What follows belongs to an exercise in optimizing a design on an open flow for small area; a production flow would make more cautious choices.
No run shown here included a check of the RTL's function; only the layout flow was run.
Power is estimated from default activity; no workload was simulated.

==> flow/design.v (outline; a module is shown in full before it is edited, if it fits) <==
// module sidRegs: 75 lines
// module sidVoice: 54 lines
// module sidEnvelope: 123 lines
// module sidMixer: 1210 lines
// module sidTop: 79 lines
module sidTop (
  input  logic            clk,
  input  logic            arstN,
  input  logic            clkEn,         
  input  logic            we,
  input  sidPkg::regAddrT addr,
  input  sidPkg::regDataT dataW,
  output sidPkg::regDataT dataR,
  output sidPkg::sampleT  audioOut
);
  // ...
==> flow/flow/run.sh <==
#!/bin/bash
# Own layout flow:
#  1. the standard synthesis (standard.sh), unchanged;
#  2. its combinational logic re-mapped for area with ABC (flow/remap.ys);
#     registers, full adders and tie cells are kept as they are;
#  3. a polarity clean-up (flow/faflip.py): full adders and simple gates
#     built in whichever polarity leaves the fewest inverters; then steps 2
#     and 3 once more;
#  4. the standard layout from floorplan on, with clock tree synthesis told
#     not to add dummy loads.
set -euo pipefail
R=$PWD/orfs/results/$FLOW_PLATFORM/sidTop/base
LIB=$FLOW_HOME/platforms/$FLOW_PLATFORM/lib/sky130_fd_sc_hd__tt_025C_1v80.lib
YOSYS=$FLOW_HOME/../tools/install/yosys/bin/yosys
[[ -x $YOSYS ]] || YOSYS=yosys
PERIOD_PS=$(python3 -c "print(int(round(float('$FLOW_PERIOD_NS') * 1000)))")

bash standard.sh "$R/1_2_yosys.v" > synth.log 2>&1
cp "$R/1_2_yosys.v" "$R/1_2_yosys_std.v"

printf 'set_driving_cell sky130_fd_sc_hd__buf_1\nset_load 5\n' > remap.constr
KEEP=$(grep -oE "sky130_fd_sc_hd__(df|fa_|conb|edf|sdf|dl)[A-Za-z0-9_]*" "$R/1_2_yosys_std.v" | sort -u | tr '\n' ' ')
# the platform's don't-use cells (low-power and probe cells) stay out of the mapping
DONTUSE=$(grep -oE 'cell \("?sky130_fd_sc_hd__(lpflow|probe)[A-Za-z0-9_]*' "$LIB" | sed -E 's/cell \("?/-dont_use /' | sort -u | tr '\n' ' ')
sed -e "s|{LIB}|$LIB|g" -e "s|{DONTUSE}|$DONTUSE|" -e "s|{KEEP}|$KEEP|" -e "s|{IN}|$R/1_2_yosys_std.v|" \
    -e "s|{TOP}|$FLOW_TOP|" -e "s|{SCRIPT}|$PWD/flow/area.abc|" -e "s|{CONSTR}|$PWD/remap.constr|" \
    -e "s|{PERIOD_PS}|$PERIOD_PS|" -e "s|{OUT}|$R/1_2_yosys_remap.v|" -e "s|{STAT}|$PWD/remap_stat.txt|" \
    flow/remap.ys > remap.ys
$YOSYS -q -l remap.log -s remap.ys > remap.out 2>&1

python3 flow/faflip.py "$LIB" "$R/1_2_yosys_remap.v" "$R/1_2_yosys_flip.v" > faflip.log 2>&1

# a second round: ABC again around the re-polarised adders, then the clean-up
sed -e "s|{LIB}|$LIB|g" -e "s|{DONTUSE}|$DONTUSE|" -e "s|{KEEP}|$KEEP|" -e "s|{IN}|$R/1_2_yosys_flip.v|" \
    -e "s|{TOP}|$FLOW_TOP|" -e "s|{SCRIPT}|$PWD/flow/area.abc|" -e "s|{CONSTR}|$PWD/remap.constr|" \
    -e "s|{PERIOD_PS}|$PERIOD_PS|" -e "s|{OUT}|$R/1_2_yosys_remap2.v|" -e "s|{STAT}|$PWD/remap2_stat.txt|" \
    flow/remap.ys > remap2.ys
$YOSYS -q -l remap2.log -s remap2.ys > remap2.out 2>&1
python3 flow/faflip.py "$LIB" "$R/1_2_yosys_remap2.v" "$R/1_2_yosys_flip2.v" > faflip2.log 2>&1
cp "$R/1_2_yosys_flip2.v" "$R/1_2_yosys.v"

CTS="-sink_clustering_enable -repair_clock_nets -dont_use_dummy_load -buf_list sky130_fd_sc_hd__clkbuf_8 -sink_clustering_size 16 -sink_clustering_max_diameter 50"
bash standard.sh "CTS_ARGS=$CTS" finish > layout.log 2>&1
==> flow/flow/area.abc <==
strash
dc2
dch -f
if -K 4
mfs2
strash
dc2
dch -f
amap
mfs
strash
dch -f
amap
mfs
strash
dch -f
amap
topo
==> flow/flow/faflip.py <==
"""Netlist polarity clean-up after the standard synthesis.

A full adder with all three inputs inverted gives both outputs inverted, and
many simple gates have a complementary cell with the same inputs (and2 and
nand2, a21o and a21oi, ...).  Yosys's full-adder extraction leaves many
inverters between adders; this chooses, per full adder and per simple gate,
which polarity to build so that the fewest inverters (by cell area) remain.
Registers and all other cells are left exactly as they are.

usage: faflip.py LIBERTY IN.v OUT.v
"""
import re, sys, collections, random
sys.path.insert(0, __import__('os').path.dirname(__file__))
import libinfo

INV_CELL = 'sky130_fd_sc_hd__inv_1'


def esc(n):
    # an escaped identifier ends at white space
    return n + ' ' if n.startswith('\\') else n


def parse(text):
    m = re.search(r'^module\s+(\S+)\s*\((.*?)\);', text, re.S | re.M)
    head_end = m.end()
    body_end = text.rindex('endmodule')
    body = text[head_end:body_end]
    insts = []
    other = []
    pos = 0
    inst_re = re.compile(r'^\s*(sky130_fd_sc_hd__\w+)\s+(\S+)\s*\((.*?)\);\s*$', re.S | re.M)
    for im in inst_re.finditer(body):
        other.append(body[pos:im.start()])
        pos = im.end()
        pins = [(p, n.strip()) for p, n in re.findall(r'\.(\w+)\(([^()]*)\)', im.group(3))]
        insts.append([im.group(1), im.group(2), pins])
    other.append(body[pos:])
    return text[:head_end], insts, ''.join(other), text[body_end:]


def main(libpath, src, dst):
    cells = libinfo.parse(libpath)
    comp = libinfo.complements(cells)
    area = {n: (c['area'] or 0.0) for n, c in cells.items()}
    outs = {n: set(c['out']) for n, c in cells.items()}
    text = open(src).read()
    head, insts, rest, tail = parse(text)
    ports = set()
    for d in re.findall(r'^\s*(?:input|output|inout)\s+(?:\[[^\]]*\]\s*)?([^;]+);', head + rest, re.M):
        for n in d.split(','):
            ports.add(n.strip())
    assigned = set()
    for a in re.findall(r'assign\s+(.*?);', rest, re.S):
        for tok in re.findall(r'\\?[\w\[\]\.$]+', a):
            assigned.add(tok)

    def portlike(n):
        base = n.split('[')[0].strip()
        return base in ports or n in ports or n in assigned or base in assigned or n.startswith("1'")

    def is_out(typ, p):
        return p in outs.get(typ, ())

    driver = {}
    for i, (typ, name, pins) in enumerate(insts):
        for p, n in pins:
            if is_out(typ, p):
                driver[n] = (i, p)
    # inverters and plain buffers between internal nets are folded away
    fold = {}     # output net -> (input net, parity)
    for i, (typ, name, pins) in enumerate(insts):
        short = typ.split('__')[1]
        if re.match(r'(inv|clkinv)_\d+$', short) or re.match(r'(buf|clkbuf)_\d+$', short):
            d = dict(pins)
            y = d.get('Y', d.get('X'))
            if y is not None and not portlike(y) and not portlike(d['A']):
                fold[y] = (d['A'], 1 if 'inv' in short else 0)

    def root(n):
        par = 0
        while n in fold:
            n, p = fold[n]
            par ^= p
        return n, par

    fa = [i for i, (t, _, _) in enumerate(insts) if re.search(r'__fa_\d+$', t)]
    fa_set = set(fa)
    # simple gates that may be swapped for their complement: only those whose
    # output is an internal net
    gates = []
    for i, (typ, name, pins) in enumerate(insts):
        if typ in comp and i not in fa_set:
            (o,) = outs[typ]
            onet = dict(pins)[o]
            if not portlike(onet):
                gates.append(i)
    gate_set = set(gates)
    gdelta = {i: area[comp[insts[i][0]]] - area[insts[i][0]] for i in gates}
    flip = {i: 0 for i in fa + gates}
    folded_cells = set()
    for i, (typ, name, pins) in enumerate(insts):
        d = dict(pins)
        y = d.get('Y', d.get('X'))
        if y in fold and len(pins) == 2:
            folded_cells.add(i)
    cons = collections.defaultdict(list)
    for i, (typ, name, pins) in enumerate(insts):
        if i in folded_cells:
            continue
        for p, n in pins:
            if is_out(typ, p):
                continue
            r, par = root(n)
            cons[r].append((i, p, par))
    # outputs of kept cells that nothing reads still count as roots
    inv_area = area[INV_CELL]

    def avail(r):
        d = driver.get(r)
        if d and (d[0] in fa_set or d[0] in gate_set) and d[0] not in folded_cells:
            return flip[d[0]]
        return 0

    def need_of(i, par):
        return par ^ (flip[i] if i in fa_set else 0)

    def cost_root(r):
        a = avail(r)
        for (i, p, par) in cons[r]:
            if need_of(i, par) != a:
                return inv_area
        return 0.0

    touch = collections.defaultdict(set)
    for r, lst in cons.items():
        for (i, p, par) in lst:
            if i in fa_set:
                touch[i].add(r)
    for i in fa + gates:
        for p, n in insts[i][2]:
            if is_out(insts[i][0], p):
                touch[i].add(n)

    def local(i):
        return sum(cost_root(r) for r in touch[i]) + (gdelta[i] if (i in gate_set and flip[i]) else 0.0)

    def total():
        return sum(cost_root(r) for r in cons) + sum(gdelta[i] for i in gates if flip[i])

    before = total()
    nodes = fa + gates

    def descend(order):
        changed = True
        while changed:
            changed = False
            for i in order:
                c0 = local(i)
                flip[i] ^= 1
                if local(i) < c0 - 1e-9:
                    changed = True
                else:
                    flip[i] ^= 1

    rng = random.Random(1)
    order = list(nodes)
    descend(order)
    best = total()
    best_flip = dict(flip)
    for _ in range(300):
        for i in rng.sample(nodes, max(1, len(nodes) // 40)):
            flip[i] ^= 1
        rng.shuffle(order)
        descend(order)
        c = total()
        if c <= best + 1e-9:
            best = c
            best_flip = dict(flip)
        else:
            flip.clear()
            flip.update(best_flip)
    flip.clear()
    flip.update(best_flip)
    after = total()
    folded_area = sum(area[insts[i][0]] for i in folded_cells)
    print(f"folded {len(folded_cells)} inverters/buffers ({folded_area:.1f} um2); "
          f"inverter+swap cost before {before:.1f}, after {after:.1f}; "
          f"flipped {sum(flip[i] for i in fa)} of {len(fa)} adders, "
          f"{sum(flip[i] for i in gates)} of {len(gates)} gates")
    # rewrite
    neg_net = {}
    new_insts = []
    decls = []
    k = 0
    # fresh names: a prefix that no existing name in the netlist starts with
    tag = 0
    while f"_pfix{tag}x" in text:
        tag += 1
    pre = f"_pfix{tag}x"
    for r in cons:
        a = avail(r)
        if any(need_of(i, par) != a for (i, p, par) in cons[r]):
            nn = f"{pre}{k}_"
            neg_net[r] = nn
            decls.append(f"  wire {nn};")
            new_insts.append([INV_CELL, f"{pre}c{k}_", [("A", r), ("Y", nn)]])
            k += 1
    out = []
    for i, (typ, name, pins) in enumerate(insts):
        if i in folded_cells:
            continue
        npins = []
        ntyp = typ
        if i in gate_set and flip[i]:
            ntyp = comp[typ]
            (o_old,) = outs[typ]
            (o_new,) = outs[ntyp]
        for p, n in pins:
            if is_out(typ, p):
                if ntyp != typ and p == o_old:
                    p = o_new
                npins.append((p, n))
                continue
            r, par = root(n)
            npins.append((p, r if need_of(i, par) == avail(r) else neg_net[r]))
        out.append([ntyp, name, npins])
    out += new_insts
    lines = []
    for typ, name, pins in out:
        lines.append(f"  {typ} {name} (\n" + ",\n".join(f"    .{p}({esc(n)})" for p, n in pins) + "\n  );")
    # sanity: every net driven at most once, and every read net still driven
    drv_count = collections.Counter()
    reads = set()
    for typ, name, pins in out:
        for p, n in pins:
            if is_out(typ, p):
                drv_count[n] += 1
            else:
                reads.add(n)
    multi = [n for n, c in drv_count.items() if c > 1]
    undriven = [n for n in reads if n not in drv_count and n not in driver and not portlike(n)]
    if multi or undriven:
        raise SystemExit(f"netlist check failed: multiply driven {multi[:5]}, undriven {undriven[:5]}")
    open(dst, 'w').write(head + "\n" + "\n".join(decls) + rest + "\n" + "\n".join(lines) + "\n" + tail)


if __name__ == '__main__':
    main(sys.argv[1], sys.argv[2], sys.argv[3])
==> flow/flow/libinfo.py <==
"""Cell areas, pins and output functions from a liberty file, and pairs of
cells that compute each other's complement from the same input pins."""
import re, itertools


def parse(path):
    cells = {}
    cur = None
    pin = None
    depth = 0
    stack = []
    for line in open(path):
        s = line.strip()
        m = re.match(r'cell \("?([\w]+)"?\)\s*\{', s)
        if m:
            cur = {'name': m.group(1), 'area': None, 'in': [], 'out': {}, 'ff': False}
            cells[cur['name']] = cur
            stack.append('cell')
            continue
        m = re.match(r'pin \("?(\w+)"?\)\s*\{', s)
        if m and cur is not None:
            pin = {'name': m.group(1), 'dir': None, 'func': None}
            stack.append(('pin', pin))
            continue
        if s.endswith('{'):
            if re.match(r'(ff|latch|statetable)\b', s) and cur is not None:
                cur['ff'] = True
            stack.append('x')
            continue
        if s.startswith('}'):
            if stack:
                top = stack.pop()
                if isinstance(top, tuple) and cur is not None:
                    p = top[1]
                    if p['dir'] == 'input':
                        cur['in'].append(p['name'])
                    elif p['dir'] == 'output':
                        cur['out'][p['name']] = p['func']
                if top == 'cell':
                    cur = None
            continue
        if cur is None:
            continue
        m = re.match(r'area\s*:\s*([\d.]+)', s)
        if m and cur['area'] is None and stack and stack[-1] == 'cell':
            cur['area'] = float(m.group(1))
        if stack and isinstance(stack[-1], tuple):
            p = stack[-1][1]
            m = re.match(r'direction\s*:\s*"?(\w+)"?', s)
            if m:
                p['dir'] = m.group(1)
            m = re.match(r'function\s*:\s*"([^"]*)"', s)
            if m:
                p['func'] = m.group(1)
    return cells


def evalf(func, env):
    e = func.replace('!', ' not ').replace('&', ' and ').replace('|', ' or ').replace('^', ' != ')
    for k in sorted(env, key=len, reverse=True):
        e = re.sub(r'\b%s\b' % k, str(bool(env[k])), e)
    return bool(eval(e))


def table(cell):
    (o, f), = cell['out'].items()
    ins = sorted(cell['in'])
    return tuple(evalf(f, dict(zip(ins, bits))) for bits in itertools.product([0, 1], repeat=len(ins)))


def complements(cells, prefix='sky130_fd_sc_hd__'):
    simple = {}
    for n, c in cells.items():
        if c['ff'] or len(c['out']) != 1 or not c['in'] or c['area'] is None:
            continue
        (o, f), = c['out'].items()
        if f is None or len(c['in']) > 5:
            continue
        if any(x in n for x in ('lpflow', 'probe', 'clk', 'dly', 'buf', 'inv')):
            continue
        try:
            simple[n] = (tuple(sorted(c['in'])), table(c))
        except Exception:
            continue
    by = {}
    for n, (ins, t) in simple.items():
        by.setdefault((ins, t), []).append(n)
    pairs = {}
    for n, (ins, t) in simple.items():
        comp = tuple(not x for x in t)
        cands = by.get((ins, comp), [])
        if cands:
            # same drive strength suffix if possible, else smallest area
            suf = n.rsplit('_', 1)[-1]
            same = [c for c in cands if c.rsplit('_', 1)[-1] == suf]
            pool = same or cands
            pairs[n] = min(pool, key=lambda c: cells[c]['area'])
    return pairs


if __name__ == '__main__':
    import sys
    cells = parse(sys.argv[1])
    p = complements(cells)
    for a in sorted(p):
        b = p[a]
        print(a, cells[a]['area'], list(cells[a]['out'])[0], '->', b, cells[b]['area'], list(cells[b]['out'])[0])
==> flow/flow/remap.ys <==
# Re-map the combinational logic of the standard synthesis netlist for area.
# Registers, full adders and tie cells stay exactly as they are (kept as
# black boxes); everything between them goes through ABC again.
read_liberty -ignore_miss_func {LIB}
blackbox {KEEP}
read_verilog {IN}
hierarchy -top {TOP}
flatten
opt_clean
abc -script {SCRIPT} -liberty {LIB} {DONTUSE} -constr {CONSTR} -D {PERIOD_PS}
opt_clean -purge
hilomap -singleton -hicell sky130_fd_sc_hd__conb_1 HI -locell sky130_fd_sc_hd__conb_1 LO
write_verilog -noattr -nohex -nodec {OUT}
tee -o {STAT} stat -liberty {LIB}
==> flow/standard.sh <==
#!/bin/bash
# synth_recipe.tcl (not shown) runs the flow's synth.tcl, then flattens the netlist and writes it again
# the make line also repeats each setting of config.mk as NAME=value (left out here)
make -C /OpenROAD-flow-scripts/flow DESIGN_CONFIG=/design/flow/config.mk WORK_HOME=/design/flow/orfs CLKGATE_MAP_FILE= SYNTH_SCRIPT=/design/flow/synth_recipe.tcl "${@:-finish}"
==> flow/config.mk <==
export PLATFORM = sky130hd
export DESIGN_NAME = sidTop
export DESIGN_NICKNAME = sidTop
export VERILOG_FILES = /design/flow/design.v
export SDC_FILE = /design/flow/constraint.sdc
export NUM_CORES = 4
export LEC_CHECK = 0
export CAP_MARGIN = 20
export CORE_MARGIN = 2
export CORE_UTILIZATION = 60
export CTS_BUF_LIST = sky130_fd_sc_hd__clkbuf_4
export GPL_TIMING_DRIVEN = 0
export SLEW_MARGIN = 20
==> flow/constraint.sdc <==
create_clock -name core_clock -period 9.0 [get_ports {clk}]
set_input_delay 1.8000 -clock core_clock [delete_from_list [all_inputs] [get_ports {clk}]]
set_output_delay 1.8000 -clock core_clock [all_outputs]
set_load 0.01 [all_outputs]
==> metrics.cfg, run 1 <==
[status]
status=complete, no violations

[placed_design]
placedCellCount=3411

[route]
route.top_layer_used=met4
wl_met2_um=32600
detailroute.wirelength.met3_um=5190
m1WireLength_um=30100
drt_first_pass_iters=8
initialDrtViolationCount=1976

[pwr]
vdd_drop_max_mv=1.21
share_clk_of_total_power_pct=7.7
netSwitchingFraction_pct=48.9

[worst_setup_path]
setup.worst_path.start=clkEn
crit_path_max_fanout=25
r2r-start=genVoice[0].iEnv.env[4]$_DFFE_PN0P_
type_of_destination_of_the_critical_path=flop
crit_path_max_incr_delay_ns=0.44

[cells_and_area]
share_of_post_route_cells_with_drive_strength_above_1_pct=4.21
mostFrequentLayoutCells=646 x nor2_1, 397 x dfrtp_1, 329 x fa_1, 307 x inv_1, 194 x nand2_1
numSequentialCells=397
max_flop_register=genVoice.iVoice.acc
stdcell_area_um2=29200

[grt]
antenna_violations_before_repair=1

[sta]
post-route-min-period_ns=8.64
timing_max_transition_violations_final=0

[clock_tree]
post_cts_resized=42
postCtsSetupBuffers=3

[synthesis]
synth.net_count=3132

[job]
max_cap_violations=0

==> run 2: changes to the inputs <==
--- a/flow/design.v
+++ b/flow/design.v
@@ -933,17 +933,17 @@
   logic q56;
   logic q57;
   logic q58;
   logic q59;
   logic q60;
   logic q61;
   logic [19:0] sclA, sclB;
   logic [19:0] scl;
-  logic [20:0] sclC;
+  logic [12:0] sclC;
   assign m0 = (wave[0][0] & env[0][0]) ^ (wave[1][0] & env[1][0]) ^ (wave[2][0] & env2g[0]);
   assign m1 = ((wave[0][0] & env[0][0]) & (wave[1][0] & env[1][0])) | ((wave[0][0] & env[0][0]) & (wave[2][0] & env2g[0])) | ((wave[1][0] & env[1][0]) & (wave[2][0] & env2g[0]));
   assign m2 = (wave[0][0] & env[0][1]) ^ (wave[0][1] & env[0][0]) ^ (wave[1][0] & env[1][1]);
   assign m3 = ((wave[0][0] & env[0][1]) & (wave[0][1] & env[0][0])) | ((wave[0][0] & env[0][1]) & (wave[1][0] & env[1][1])) | ((wave[0][1] & env[0][0]) & (wave[1][0] & env[1][1]));
   assign m4 = (wave[1][1] & env[1][0]) ^ m2 ^ (wave[2][0] & env2g[1]);
   assign m5 = ((wave[1][1] & env[1][0]) & m2) | ((wave[1][1] & env[1][0]) & (wave[2][0] & env2g[1])) | (m2 & (wave[2][0] & env2g[1]));
   assign m6 = (wave[2][1] & env2g[0]) ^ m1 ^ m4;
   assign m7 = ((wave[2][1] & env2g[0]) & m1) | ((wave[2][1] & env2g[0]) & m4) | (m1 & m4);
@@ -1522,20 +1522,21 @@
   assign q57 = (~(clipDly[15] & volume[1]) & (clipDly[14] & volume[2])) | (~(clipDly[15] & volume[1]) & (clipDly[13] & volume[3])) | ((clipDly[14] & volume[2]) & (clipDly[13] & volume[3]));
   assign q58 = q51 ^ q56 ^ q53;
   assign q59 = (q51 & q56) | (q51 & q53) | (q56 & q53);
   assign q60 = ~(clipDly[15] & volume[2]) ^ (clipDly[14] & volume[3]) ^ q57;
   assign q61 = (~(clipDly[15] & volume[2]) & (clipDly[14] & volume[3])) | (~(clipDly[15] & volume[2]) & q57) | ((clipDly[14] & volume[3]) & q57);
   assign sclA = {1'b1, ~(clipDly[15] & volume[3]), q60, q58, q54, q45, q41, q37, q33, q29, q25, q21, q17, q13, q9, q5, q4, q0, (clipDly[1] & volume[0]), (clipDly[0] & volume[0])};
   assign sclB = {1'b0, q61, q59, q55, 1'b0, q48, q44, q40, q36, q32, q28, q24, q20, q16, q12, q8, 1'b0, 1'b0, (clipDly[0] & volume[1]), 1'b0};
   assign sclC[0] = 1'b0;
-  for (genvar k = 0; k < 20; k++) begin : gscl
+  for (genvar k = 0; k < 12; k++) begin : gscl
     assign scl[k] = sclA[k] ^ sclB[k] ^ sclC[k];
     assign sclC[k+1] = (sclA[k] & sclB[k]) | (sclA[k] & sclC[k]) | (sclB[k] & sclC[k]);
   end
+  assign scl[19:12] = sclA[19:12] + sclB[19:12] + {7'd0, sclC[12]};
   always_comb begin
     if (!sum[21] && (sum[20] || sum[19]))      clipped = 16'sh7fff;
     else if (sum[21] && !(sum[20] && sum[19])) clipped = -16'sh8000;
     else                                       clipped = sum[19:4];
   end
   always_ff @(posedge clk or negedge arstN) begin
     if (!arstN) begin
       clipReg  <= '0;
==> run 2 against run 1 <==
Still clean. Worst setup slack got worse by 0.11 ns. Flip-flop and latch count unchanged. Final cell count increased by 4.3%. Clock-buffer cell count increased by 3. Sequential power decreased by 5%. Combinational power decreased by 62%. Wire length increased by 2.2%. Final area increased by 1.9%. Core utilization decreased by 0.16 points. Non-clock buffer count increased by 4. Die area increased by 1.7%. Hold slack got worse by 0.0093 ns. Highest routed layer unchanged.
==> metrics.cfg, run 2 <==
[die]
die_x_extent_um=218  ; was 216 um
die_extent_in_y_um=218  ; was 216 um
design.portCount=41  ; unchanged
core_area_um2=45300  ; was 44,300 um^2
fp.dieArea_um2=47400  ; was 46,600 um^2
num_rows=78  ; was 77
start_util_pct=60.6  ; was 60.8%

[grt]
grt_usage_pct=31.1  ; about the same
antenna_violations_before_repair=1  ; unchanged
first_pass_grt_wire_length_um=116000  ; was 114,000 um
grt_start_max_net_pins=101  ; was 100
vias_in_the_first_global_route=22500  ; was 21,500
globalRouteOverflowTotal=0  ; unchanged

[worst_setup_path]
crit_path_max_fanout=15  ; was 25
timing.critical_path.max_delay_family=adder cells  ; unchanged
type_of_destination_of_the_critical_path=flop  ; unchanged
arrival_ns=9.15  ; was 9.19 ns
cp.required_ns=9.40  ; was 9.54 ns
critical-path-top-cell-by-count=fa_1  ; unchanged
worst-setup-path-type=input pin to flop  ; unchanged
critPathBufInv=5  ; was 4
critical_path_start_type=input pin  ; unchanged
crit_path_max_incr_delay_ns=0.76  ; was 0.44 ns
crit_path_top_delay_cell=or2_0  ; was fa_1

[route]
drt_first_pass_iters=6  ; was 8
via_count=22200  ; was 21,300
detail-route-antenna-nets=0  ; unchanged
route.detailed.vias_per_inst=6.14  ; was 6.16
drt_wl_total_um=71100  ; was 69,600 um
drt-wirelength-per-cell_um=19.7  ; was 20.1 um
detail_route.drc_violations=0  ; unchanged
initialDrtViolationCount=1959  ; was 1,976

[clock_tree]
clk_path_buf_depth=3  ; unchanged
cts_tree=yes  ; unchanged
cts.sinks=397  ; unchanged
clkTransAtPathRegs_ns=0.08  ; was 0.10 ns
cts-hold-fix-buffers=0  ; unchanged
tritoncts.num_buffers=44  ; was 41
worst_skew_pair.late_latency_ns=0.67  ; was 0.64 ns
cts-root-buf=clkbuf_8  ; unchanged
h_tree_lvls=2  ; unchanged

[cells_and_area]
mostFrequentLayoutCells=717 x nor2_1, 397 x dfrtp_1, 331 x fa_1, 317 x inv_1, 210 x nand2_1  ; was 646 x nor2_1, 397 x dfrtp_1, 329 x fa_1, 307 x inv_1, 194 x nand2_1
max_flop_register=genVoice.iVoice.acc  ; unchanged
largest_reg_flops=72  ; unchanged
final_net_count=3372  ; was 3,234
layout.cells.most_common=nor2_1  ; unchanged
final_cell_utilization_of_the_core_pct=65.7  ; was 65.9%
synthToLayoutAreaGrowth_pct=8.49  ; was 8.33%
share_of_post_route_cells_with_drive_strength_above_1_pct=4.15  ; was 4.21%
reg_top3=genVoice.iVoice.acc x72, genVoice.iEnv.prescale x48, iRegs.freq x48  ; unchanged

[sta]
rsz_0062_raised_after_global_routing=yes
post-route-min-period_ns=8.75  ; was 8.64 ns
timing_worst_slew_pin_value_ns=1.09  ; was 1.11 ns
timing_max_transition_violations_final=0  ; unchanged
max_freq_mhz=114  ; was 116 MHz
setup_total_negative_slack_ns=0  ; unchanged
timing.slew.headroom_pct=27.7  ; was 25.9%
worst_clock_skew_on_the_final_layout_ns=0.140  ; was 0.0726 ns
finalSetupViolCount=0  ; unchanged
crit_share_post_route_pct=97.2  ; was 96.0%
final_hold_violation_count=0  ; unchanged

[hold_path]
hold_class=flop to flop  ; unchanged

[placed_design]
io_buffers=40  ; unchanged
routabilityCongestion=0.952  ; was 0.925
hpwlAfterDp_um=52500  ; was 51,300 um

[job]
max_cap_violations=0  ; unchanged

[pwr]
share_clk_of_total_power_pct=14.8  ; was 7.7%
comb_power_share_pct=51.9  ; was 73.5%
cellPowerDensity_nw_per_um2=233  ; was 443 nW/um^2
p_seq_share_pct=33.2  ; was 18.7%
static_leakage_nw=13.2  ; was 12.7 nW
vdd_drop_max_mv=0.162  ; was 1.21 mV
intPower_w=0.00388  ; was 0.00661 W
net-switching-power_w=0.00306  ; was 0.00632 W
netSwitchingFraction_pct=44.1  ; was 48.9%

[synthesis]
synth.net_count=3264  ; was 3,132
synth.avg_cell_area_um2=9.44  ; was 9.73 um^2
syn-instance-count=2907  ; was 2,771
mappedNetlistArea_um2=27400  ; was 26,900 um^2
synth_warnings=4  ; unchanged

[status]
status=complete, no violations  ; unchanged

==> run 2: per-stage QoR <==
| step | area (um^2) | hold slack [ns] | total power (W) | instances | setup WS, ns |
|---|---|---|---|---|---|
| 4_1_cts | 29600 | 0.324 | 0.00690 | 3610 | 0.0282 |
| 3_3_place_gp | 28600 | 0.335 | 0.00571 | 3547 | -10.87 |
| 3_5_place_dp | 28800 | 0.336 | 0.00583 | 3558 | -2.98 |
| 5_1_grt | 29800 | 0.321 | 0.00756 | 3614 | -0.101 |
| 2_1_floorplan | 27400 | 0.331 | 0.00488 | 2907 | 0.0317 |
| 6_report | 29800 | 0.322 | 0.00694 | 3614 | 0.249 |
==> run 2: routing by layer <==
layer  track usage (%)  part of all wire, %  vias up
met4              10.5                  2.9        0
met2              48.8                   47      925
li1                  -                    -    10000
met1              44.1                   42    11100
met5                 0                    0        -
met3              6.04                  8.5      156
==> run 2: layout make-up <==
| cell class | instances | area (um^2) |
|---|---|---|
| Tap cell | 600 | 751 |
| Multi-Input combinational cell | 2187 | 16500 |
| Fill cell | 3708 | 15500 |
| Sequential cell | 397 | 9930 |
| Clock buffer | 44 | 606 |
| Timing Repair Buffer | 61 | 721 |
| Inverter | 324 | 1250 |
| Antenna cell | 1 | 2.50 |
==> run 2: final timing paths <==
check	from	endpoint	slack (ns)	cells past startpoint
setup / recovery	addr[0]	iMixer.clipReg[13]$_DFF_PN0_	0.25	30
max in group asynchronous	arstN	iRegs.freq[1]$_DFFE_PN0P_	6.24	4
hold / removal	iMixer.clipReg[6]$_DFF_PN0_	iMixer.clipDly[6]$_DFF_PN0_	0.32	0
min in group asynchronous	arstN	genVoice[2].iEnv.env[7]$_DFFE_PN0P_	1.07	1
hold reg to reg	iMixer.clipReg[6]$_DFF_PN0_	iMixer.clipDly[6]$_DFF_PN0_	0.32	0
setup reg to reg	genVoice[0].iEnv.env[2]$_DFFE_PN0P_	iMixer.clipReg[7]$_DFF_PN0_	0.55	32
==> run 2: power by group through the flow <==
| stage | combinational [W] | clock, W | sequential, W |
|---|---|---|---|
| 3_3_place_gp | 0.00338 | 0 | 0.00233 |
| 4_1_cts | 0.00353 | 0.00106 | 0.00230 |
| 3_5_place_dp | 0.00349 | 0 | 0.00234 |
| 6_report | 0.00361 | 0.00103 | 0.00231 |
| 5_1_grt | 0.00408 | 0.00113 | 0.00235 |
| 2_1_floorplan | 0.00260 | 0 | 0.00228 |
==> run 2: repair_timing <==
item	CTS	global route
buffers inserted	6	3
endpoints found under the setup margin	40	25
cloned	2	1
pin swaps	3	4
gates resized for setup	40	36
==> run 2: worst register-to-register path, delay by kind of cell (launching register included) <==
| kind | cells | cell delay (ns) |
|---|---|---|
| AO/OA/AOI/OAI | 4 | 0.57 |
| adder cells (fa/ha/maj) | 10 | 4.79 |
| buffers and inverters | 2 | 0.65 |
| flip-flops | 1 | 0.48 |
| AND/OR/NAND/NOR | 16 | 1.83 |

-- what the ideal ports hide --
How much do the figures lean on ideal ports? The routed layouts below were timed once more, with nothing changed but the port constraints.
Step 1 assumes that a clkbuf_16 drives the clock port and a buf_2 every other input.
Step 2 moves the port delays by t, midway between the first and last clock arrival at a register: inputs arrive t later, outputs are due t later. That takes back most of the time a late clock gives input paths.
Slacks: ideal / step 1 / step 2; pairs: ideal / step 1.
run | t (ns) | slack for setup (ns) | clock arrival spread, ns | slew at the worst register clock pin (ns) | worst slew at a driven data input, ns
run 1 | 0.660 | 0.357 / 0.350 / -0.310 | 0.086 / 0.087 | 0.10 / 0.10 | 0.06
run 2 | 0.662 | 0.249 / 0.241 / -0.421 | 0.151 / 0.151 | 0.10 / 0.10 | 0.17
With both steps, setup timing fails in run 1 and run 2, where it was met with ideal ports. The setup slack of run 2, which loses most, moves by -0.008 ns with the drivers and by -0.670 ns with both steps.
